What follows belongs to an exercise in optimizing a design on an open flow for small area, a short achievable clock period and few clock cycles per item; a production flow would make more cautious choices. At most, simulation tests tie the RTL to the original design; equivalence was not proved. Power and IR drop assume default switching activity.

// accumulator_pingpong_bank
module accumulator_pingpong_bank #(
  parameter int ROWS      = 4,
  parameter int COLS      = 4,
  parameter int IN_WIDTH  = 16,
  parameter int ACC_WIDTH = 32,
  parameter int SATURATE  = 1
) (
  input  logic                                     clk_i,
  input  logic                                     reset_n_i,
  input  logic                                     in_valid_i,
  output logic                                     in_ready_o,
  input  logic                                     in_last_i,
  input  logic [ROWS-1:0][COLS-1:0][IN_WIDTH-1:0]  in_data_i,
  output logic                                     out_valid_o,
  input  logic                                     out_ready_i,
  output logic [COLS-1:0][ACC_WIDTH-1:0]           out_data_o,
  output logic [$clog2(ROWS)-1:0]                  out_row_o,
  output logic                                     out_last_o,
  output logic                                     out_overflow_o
);
Size: about 5100 cells after synthesis, roughly 780 flip-flops, ~400 I/O pins, roughly 47000 um2 of cells after synthesis.
Settings: LEC_CHECK=0, CAP_MARGIN=20, CORE_MARGIN=2, CORE_UTILIZATION=45, SETUP_SLACK_MARGIN=3.7, SLEW_MARGIN=20, SYNTH_HIERARCHICAL=1, SYNTH_MINIMUM_KEEP_SIZE=0; clock period 7.0 ns.
run.sh (not shown) runs the stock make flow with config.mk's settings and CLKGATE_MAP_FILE= SYNTH_SCRIPT=/design/flow/synth_recipe.tcl, a recipe that flattens the netlist after the stock synthesis.
Rerun with:
- SETUP_SLACK_MARGIN: 3.7 -> 4.5
Outcome: The new run finished with timing, DRC and antenna clean; flip-flop and latch count does not change; worst setup slack gets better by 0.64 ns; combinational power is higher by 21%; register-to-register slack gets better by 0.43 ns; first-iteration DRC count is higher by 7.9%; total power is higher by 2.9%; sequential power barely changes.
No functional check of the RTL was part of any run of this note.


run A:
The RTL this note starts from:
==> flow/design.v <==
`default_nettype none
module accumulator_pingpong_bank #(
  parameter int ROWS      = 4,
  parameter int COLS      = 4,
  parameter int IN_WIDTH  = 16,
  parameter int ACC_WIDTH = 32,
  parameter int SATURATE  = 1
) (
  input  logic                                     clk_i,
  input  logic                                     reset_n_i,
  input  logic                                     in_valid_i,
  output logic                                     in_ready_o,
  input  logic                                     in_last_i,
  input  logic [ROWS-1:0][COLS-1:0][IN_WIDTH-1:0]  in_data_i,
  output logic                                     out_valid_o,
  input  logic                                     out_ready_i,
  output logic [COLS-1:0][ACC_WIDTH-1:0]           out_data_o,
  output logic [$clog2(ROWS)-1:0]                  out_row_o,
  output logic                                     out_last_o,
  output logic                                     out_overflow_o
);
  localparam int ROW_W = $clog2(ROWS);
  localparam logic [ROW_W-1:0] LAST_ROW = ROW_W'(ROWS - 1);
  localparam int HW = ACC_WIDTH - IN_WIDTH;    
  logic [ROWS-1:0][COLS-1:0][ACC_WIDTH-1:0] acc_q;
  logic [ROWS-1:0][COLS-1:0][IN_WIDTH-1:0]  beat_q;   
  logic             beat_last_q;   
  logic             full_q;        
  logic             flush_q;       
  logic             ovf_q;
  logic [ROW_W-1:0] row_q;
  logic             in_ready_q, out_valid_q, out_last_q;   
  logic             full_d, flush_d, beat_last_d;
  logic [ROW_W-1:0] row_d;
  logic accept, shift, ovf_d;
  logic [ROWS*COLS-1:0] ovf_e;
  assign in_ready_o     = in_ready_q;     
  assign accept         = reset_n_i && in_valid_i && in_ready_o;
  assign out_valid_o    = out_valid_q;    
  assign shift          = full_q && (out_ready_i || flush_q);
  assign out_row_o      = row_q;
  assign out_last_o     = out_last_q;     
  assign out_overflow_o = ovf_q;
  assign out_data_o     = acc_q[0];
  always_ff @(posedge clk_i) begin
    ovf_q       <= ovf_d;
    beat_last_q <= beat_last_d;
  end
  for (genvar r = 0; r < ROWS; r++) begin : g_r
    for (genvar c = 0; c < COLS; c++) begin : g_c
      logic [IN_WIDTH-1:0]  d, lo_a, lo_s;
      logic [HW-1:0]        hi_a, ones, zeros;
      logic [ACC_WIDTH-1:0] nxt;
      logic                 sh, cy, sg, top_up, top_dn, up, dn, satp, satn;
      assign d    = beat_q[r][c];
      assign lo_a = acc_q[r][c][IN_WIDTH-1:0];
      assign hi_a = acc_q[r][c][ACC_WIDTH-1:IN_WIDTH];
      logic tk;
      accpp_take u_tk (.rst_n(reset_n_i), .valid(in_valid_i), .ready(in_ready_q), .y(tk));
      always_ff @(posedge clk_i) begin
        beat_q[r][c] <= tk ? in_data_i[r][c] : '0;
      end
      accpp_shift u_sh (.full(full_q), .ready(out_ready_i), .flush(flush_q), .y(sh));
      accpp_add #(.W(IN_WIDTH)) u_add (.a(lo_a), .b(d), .s(lo_s), .co(cy));
      assign sg   = d[IN_WIDTH-1];
      assign ones[0]  = 1'b1;
      assign zeros[0] = 1'b1;
      for (genvar i = 1; i < HW; i++) begin : g_pre
        assign ones[i]  = &hi_a[i-1:0];
        assign zeros[i] = ~|hi_a[i-1:0];
      end
      assign top_up = !hi_a[HW-1] && ones[HW-1];    
      assign top_dn = hi_a[HW-1] && zeros[HW-1];    
      assign up   = cy && !sg;
      assign dn   = !cy && sg;
      assign satp = up && top_up;
      assign satn = dn && top_dn;
      accpp_mux u_sat (.s(cy), .a(sg && top_dn), .b(!sg && top_up), .y(ovf_e[r*COLS+c]));
      for (genvar i = 0; i < IN_WIDTH; i++) begin : g_lo
        if (r == ROWS - 1) begin : g_bot
          accpp_lo_bit0 u_b (.s(lo_s[i]), .satp(satp), .satn(satn), .shift(sh), .y(nxt[i]));
        end else begin : g_mid
          accpp_lo_bit u_b (.s(lo_s[i]), .satp(satp), .satn(satn), .shift(sh),
                            .below(acc_q[r+1][c][i]), .y(nxt[i]));
        end
      end
      for (genvar i = 0; i < HW; i++) begin : g_hi
        logic t, x;
        accpp_tog u_t (.up(up && !top_up), .ones(ones[i]), .dn(dn && !top_dn), .zeros(zeros[i]), .t(t));
        accpp_xor u_x (.a(hi_a[i]), .b(t), .y(x));
        if (r == ROWS - 1) begin : g_bot
          accpp_andn u_m (.a(x), .b(sh), .y(nxt[IN_WIDTH+i]));
        end else begin : g_mid
          accpp_mux u_m (.s(sh), .a(x), .b(acc_q[r+1][c][IN_WIDTH+i]), .y(nxt[IN_WIDTH+i]));
        end
      end
      always_ff @(posedge clk_i) begin
        acc_q[r][c] <= nxt;
      end
    end
  end
  logic [7:0] ovf_n1;
  logic [3:0] ovf_o2;
  logic [1:0] ovf_n3;
  for (genvar k = 0; k < 8; k++) begin : g_ovf1
    accpp_nor2 u_o (.a(ovf_e[2*k]), .b(ovf_e[2*k+1]), .y(ovf_n1[k]));
  end
  for (genvar k = 0; k < 4; k++) begin : g_ovf2
    accpp_nand2 u_o (.a(ovf_n1[2*k]), .b(ovf_n1[2*k+1]), .y(ovf_o2[k]));
  end
  for (genvar k = 0; k < 2; k++) begin : g_ovf3
    accpp_nor2 u_o (.a(ovf_o2[2*k]), .b(ovf_o2[2*k+1]), .y(ovf_n3[k]));
  end
  accpp_nand3 u_ovf (.a(ovf_n3[0]), .b(ovf_n3[1]), .c(!(ovf_q && !(shift && row_q == LAST_ROW))),
                     .y(ovf_d));
  always_ff @(posedge clk_i) begin
    full_q      <= full_d;
    flush_q     <= flush_d;
    row_q       <= row_d;
    in_ready_q  <= !full_d && !beat_last_d;
    out_valid_q <= full_d && !flush_d;
    out_last_q  <= (row_d == LAST_ROW);
  end
  always_comb begin
    beat_last_d = accept && in_last_i;
    full_d      = full_q;
    flush_d     = flush_q;
    row_d       = row_q;
    if (!full_q) begin
      full_d = beat_last_q;
    end
    if (shift) begin
      row_d = row_q + 1'b1;
      if (row_q == LAST_ROW) begin
        full_d  = 1'b0;
        flush_d = 1'b0;
      end
    end
    if (!reset_n_i) begin
      full_d  = 1'b1;
      flush_d = 1'b1;
      row_d   = '0;
    end
  end
endmodule
module accpp_add #(
  parameter int W = 16
) (
  input  logic [W-1:0] a,
  input  logic [W-1:0] b,
  output logic [W-1:0] s,
  output logic         co
);
  localparam int L = $clog2(W);
  logic [L:0][W-1:0] g, p;
  for (genvar i = 0; i < W; i++) begin : g_in
    accpp_and u_g (.a(a[i]), .b(b[i]), .y(g[0][i]));
    accpp_xor u_p (.a(a[i]), .b(b[i]), .y(p[0][i]));
  end
  for (genvar l = 0; l < L; l++) begin : g_lvl
    for (genvar i = 0; i < W; i++) begin : g_bit
      localparam int J = ((i >> l) << l) - 1;
      if (((i >> l) & 1) == 0) begin : g_pass
        assign g[l+1][i] = g[l][i];
        assign p[l+1][i] = p[l][i];
      end else if ((i >> (l + 1)) == 0) begin : g_gray
        accpp_gray u_c (.gh(g[l][i]), .ph(p[l][i]), .gl(g[l][J]), .go(g[l+1][i]));
        assign p[l+1][i] = 1'b0;
      end else begin : g_black
        accpp_black u_c (.gh(g[l][i]), .ph(p[l][i]), .gl(g[l][J]), .pl(p[l][J]),
                         .go(g[l+1][i]), .po(p[l+1][i]));
      end
    end
  end
  assign s[0] = p[0][0];
  for (genvar i = 1; i < W; i++) begin : g_sum
    accpp_xor u_x (.a(p[0][i]), .b(g[L][i-1]), .y(s[i]));
  end
  assign co = g[L][W-1];
endmodule
module accpp_gray (input logic gh, ph, gl, output logic go);
  assign go = gh | (ph & gl);
endmodule
module accpp_black (input logic gh, ph, gl, pl, output logic go, po);
  assign go = gh | (ph & gl);
  assign po = ph & pl;
endmodule
module accpp_and (input logic a, b, output logic y);
  assign y = a & b;
endmodule
module accpp_xor (input logic a, b, output logic y);
  assign y = a ^ b;
endmodule
module accpp_lo_bit (input logic s, satp, satn, shift, below, output logic y);
  assign y = shift ? below : ((s || satp) && !satn);
endmodule
module accpp_nor2 (input logic a, b, output logic y);
  assign y = !(a || b);
endmodule
module accpp_take (input logic rst_n, valid, ready, output logic y);
  assign y = rst_n && valid && ready;
endmodule
module accpp_shift (input logic full, ready, flush, output logic y);
  assign y = full && (ready || flush);
endmodule
module accpp_nand3 (input logic a, b, c, output logic y);
  assign y = !(a && b && c);
endmodule
module accpp_andn (input logic a, b, output logic y);
  assign y = a && !b;
endmodule
module accpp_lo_bit0 (input logic s, satp, satn, shift, output logic y);
  assign y = !shift && (s || satp) && !satn;
endmodule
module accpp_nand2 (input logic a, b, output logic y);
  assign y = !(a && b);
endmodule
module accpp_tog (input logic up, ones, dn, zeros, output logic t);
  assign t = (up && ones) || (dn && zeros);
endmodule
module accpp_mux (input logic s, a, b, output logic y);
  assign y = s ? b : a;
endmodule
`default_nettype wire
Settings: LEC_CHECK=0, CAP_MARGIN=20, CORE_MARGIN=2, CORE_UTILIZATION=45, CTS_CLUSTER_DIAMETER=80, CTS_CLUSTER_SIZE=30, SETUP_SLACK_MARGIN=4.3, SLEW_MARGIN=20, SYNTH_HIERARCHICAL=1, SYNTH_MINIMUM_KEEP_SIZE=0, TNS_END_PERCENT=20; clock period 7.0 ns.
standard.sh (not shown) runs the stock make flow with config.mk's settings and CLKGATE_MAP_FILE= SYNTH_SCRIPT=/design/flow/synth_recipe.tcl, a recipe that flattens the netlist after the stock synthesis.
==> flow/flow/run.sh <==
#!/bin/bash
# Standard layout, but the port buffers are the smallest buffer cell.
set -e
export BUFFER_PORTS_ARGS="-buffer_cell sky130_fd_sc_hd__buf_1"
bash standard.sh > standard.log 2>&1
Testbench counts of run A, summed over its fixed seeds: cycles 9,667, beats 6,772.
Input-level comparison between run B and run A:
Settings: clearing TNS_END_PERCENT, which used to be 20; clearing CTS_CLUSTER_DIAMETER, which used to be 80; clearing CTS_CLUSTER_SIZE, which used to be 30.
### Flow results
Uppermost layer routed = met5: run A; uppermost layer routed = met4: run B. Of run B and run A, the run reporting the lower total power was run A. Run B vs. run A: minimum period implied by the final worst setup slack went down by 0.21 ns. Sort run B and run A by maximum operating frequency, descending, and run B comes first. Changes observed in run B relative to run A: routed length on met1 lost 1.5%; post-CTS setup repair buffer count picked up an extra 26; non-clock buffering overhead in the final layout picked up an extra 0.47 points; number of filler instances in the final layout lost 152; core utilization picked up an extra 2.2 points. The lower design area came out of run A. As far as global-route usage over all layers is concerned, run B and run A perform about the same. The run showing the smaller clock share of power is run A.
Edits applied to the flow inputs when going from run B to run C:
Settings: SETUP_SLACK_MARGIN now 4.5, was 4.3.
## What came out
- Re net load switching power: run C is 94 uW up on run B.
- Compared with run B, in run C met3 wire length lost 6.2%, synthesized-area fraction occupied by xor and xnor cells about even, met1 routing resource usage after global routing higher, fmax fell by 0.73%, power shows an increase of about 4%.
- There was hardly any difference in power in sequential cells between run C and run B.
For run D, these inputs were changed with respect to run C:
Settings: a change of SETUP_SLACK_MARGIN from 4.5 to 4.2.
[summary]
Run C vs run D, cell with the biggest individual delay on the critical path: sky130_fd_sc_hd__nor3b_4 vs sky130_fd_sc_hd__dfxtp_2. Where post-layout minimum cycle time is concerned, run C is better than run D. Summary of run D over run C: non-clock buffer count fell 263; number of hold-slack violations in the final timing report about even; static leakage fell about 7%; non-filler instance count after layout fell 263; worst slack on hold paths rose 0.015 ns. Row highest cell delay on the worst timing path: run D higher / run C lower.

## separate check: timing with driven ports
The results above use ideal ports. As a check the final layouts listed here were re-extracted and re-timed, cells and wires unchanged.
Step 1 (the two cells are an assumption about what drives the block):
set clk [get_ports {clk_i}]
set_driving_cell -lib_cell sky130_fd_sc_hd__clkbuf_16 $clk
set_driving_cell -lib_cell sky130_fd_sc_hd__buf_2 [delete_from_list [all_inputs] $clk]
Step 2, shift: input delay + t, output delay - t, t = (earliest + latest rising clock arrival at the registers) / 2. This alone moves slack from input paths to output paths.
Three values: no drivers, after step 1, after step 2; two values: the first two.
run | t (ns) | slack for setup (ns) | clock arrival spread, ns
the first run of note 1 | 0.725 | 3.740 / 3.668 / 3.291 | 0.028 / 0.028
the second run of note 1 | 0.730 | 4.381 / 4.319 / 3.798 | 0.027 / 0.027
run A | 0.710 | 4.144 / 4.077 / 3.629 | 0.037 / 0.036
run B | 0.713 | 4.353 / 4.286 / 3.797 | 0.017 / 0.018
run C | 0.726 | 4.334 / 4.313 / 3.880 | 0.027 / 0.027
run D | 0.722 | 4.272 / 4.208 / 3.728 | 0.016 / 0.016
After both steps every run listed still meets setup and hold. The setup slack of the second run of note 1, which loses most, moves by -0.062 ns with the drivers and by -0.583 ns with both steps.
